This design comes from an exercise in tuning for small area and a short achievable clock period on the open sky130 flow, not from production work.
The RTL was checked by simulation tests, not by an equivalence proof against the original design.
Power and IR drop assume default switching activity.

Design chess_movegen_top, start of the top module:
module chess_movegen_top (
    input  logic       clk,
    input  logic       rst_n,
    input  logic [7:0] addr,
    input  logic [7:0] data_in,
    output logic [7:0] data_out
);
export LEC_CHECK = 0
export ABC_AREA = 1
export CAP_MARGIN = 20
export CORE_MARGIN = 2
export CORE_UTILIZATION = 55
export CTS_BUF_LIST = sky130_fd_sc_hd__clkbuf_16
export CTS_CLUSTER_DIAMETER = 100
export CTS_CLUSTER_SIZE = 20
export PLACE_DENSITY = 0.66
export SLEW_MARGIN = 20
create_clock -name core_clock -period 80.0 [get_ports {clk}]
standard.sh (not shown) runs the stock make flow with config.mk's settings and CLKGATE_MAP_FILE= SYNTH_SCRIPT=/design/flow/synth_recipe.tcl, a recipe that flattens the netlist after the stock synthesis.
==> flow/flow/run.sh <==
#!/bin/bash
# Standard ORFS layout (the standard.sh) with two changes:
#  - synthesis maps the logic with an area-oriented ABC script
#    (flow/abc_area.script) in place of ORFS's; everything else in
#    synthesis, including the register mapping and naming, is unchanged
#  - the port buffers that ORFS inserts are plain buf_2 cells
set -euo pipefail
rm -rf scripts_own
cp -r "$FLOW_HOME/scripts" scripts_own
cp flow/abc_area.script scripts_own/abc_area.script
export BUFFER_PORTS_ARGS="-buffer_cell sky130_fd_sc_hd__buf_2"
bash standard.sh SCRIPTS_DIR="$PWD/scripts_own" finish > flow.log 2>&1
==> flow/flow/abc_area.script <==
strash
dch -f
amap
mfs2
strash
dch -f
amap
topo
dnsize -c
The baseline finished clean.
==> next run, changes <==
--- a/flow/flow/run.sh
+++ b/flow/flow/run.sh
@@ -2 +2 @@
-# Standard ORFS layout (the standard.sh) with two changes:
+# Standard ORFS layout (the standard.sh) with three changes:
@@ -6,0 +7,2 @@
+#  - clock tree: clkbuf_16 buffers on clusters of at most 20 sinks,
+#    without dummy balancing loads
@@ -11,0 +14 @@
+export CTS_ARGS="-sink_clustering_enable -repair_clock_nets -sink_clustering_size 20 -sink_clustering_max_diameter 100 -buf_list sky130_fd_sc_hd__clkbuf_16 -dont_use_dummy_load"
Settings changed: CAP_MARGIN 20 to 10, CTS_BUF_LIST sky130_fd_sc_hd__clkbuf_16 to unset, CTS_CLUSTER_DIAMETER 100 to unset, CTS_CLUSTER_SIZE 20 to unset, SLEW_MARGIN 20 to 10.
What happened:
- The new run completed and failed the layout checks on capacitance limit, slew limit
- routed wire length is about the same
- die area does not change
- sequential share of layout area hardly moves
- clock-buffer cell count grows by 1
- synthesized area does not change
- critical path depth rose by 51
- utilization came out lower by 0.12 points
- maximum frequency is about the same
- register-to-register slack is worse by 200 ps
- global-route usage barely changes
- total power decreases slightly
==> next run, changes <==
Settings changed: CORE_UTILIZATION 55 to 45, PLACE_DENSITY 0.66 to 0.6.
The new run went through all stages and came out clean.
Hold slack is worse by 27 ps.
Count of clock-buffer cells in the layout came out higher by 2.
Combinational power is about the same.
==> next run, changes <==
Settings changed: CAP_MARGIN 10 to 20, SLEW_MARGIN 10 to 20.
The new run produced a clean layout.
Non-clock buffer count does not change.
Setup slack hardly moves.
Power barely changes.
Synthesized cell count stays the same.
Area after synthesis is unchanged.
==> next run, changes <==
--- a/flow/flow/run.sh
+++ b/flow/flow/run.sh
@@ -2 +2 @@
-# Standard ORFS layout (the standard.sh) with three changes:
+# Standard ORFS layout (the standard.sh) with two changes:
@@ -7,2 +6,0 @@
-#  - clock tree: clkbuf_16 buffers on clusters of at most 20 sinks,
-#    without dummy balancing loads
@@ -14 +11,0 @@
-export CTS_ARGS="-sink_clustering_enable -repair_clock_nets -sink_clustering_size 20 -sink_clustering_max_diameter 100 -buf_list sky130_fd_sc_hd__clkbuf_16 -dont_use_dummy_load"
Settings changed: CTS_BUF_LIST set to sky130_fd_sc_hd__clkbuf_16, CTS_CLUSTER_DIAMETER set to 100, CTS_CLUSTER_SIZE set to 20.
After rerunning:
- The new run completed without violations
- sequential cell count does not change
- global-route usage is about the same
- power climbs by 4.4%
- setup slack stays flat
- routed wire length is about the same
- clock skew drops by 21 ps
- count of clock-buffer cells in the layout climbs by 3
- die area is unchanged
- synthesized cell count does not change

-- afterwards: timing with drivers on the ports --
No port has a modelled driver above. Below, the same layouts with a new extraction and two added sets of constraints. Step 1, drivers: a clkbuf_16 drives clk and a buf_2 each remaining input, both assumed. Step 2 also shifts input and output timing later by t, the mid clock arrival at the registers, as if the neighbouring blocks saw the same clock. Slacks: no drivers / after step 1 / after step 2; pairs: no drivers / after step 1.
run	shift t [ns]	setup slack, ns	slew at the worst register clock pin (ns)	worst data-port slew with drivers (ns)	cell pins on the clock port's net
the first run	0.667	62.762 / 62.694 / 62.910	0.10 / 0.10	0.03	1
the second run	0.648	62.711 / 62.694 / 62.711	0.10 / 0.10	0.03	1
the third run	0.661	62.859 / 62.794 / 62.931	0.10 / 0.10	0.07	1
the fourth run	0.661	62.860 / 62.795 / 63.217	0.10 / 0.10	0.07	1
the fifth run	0.673	62.863 / 62.798 / 63.213	0.10 / 0.10	0.06	1
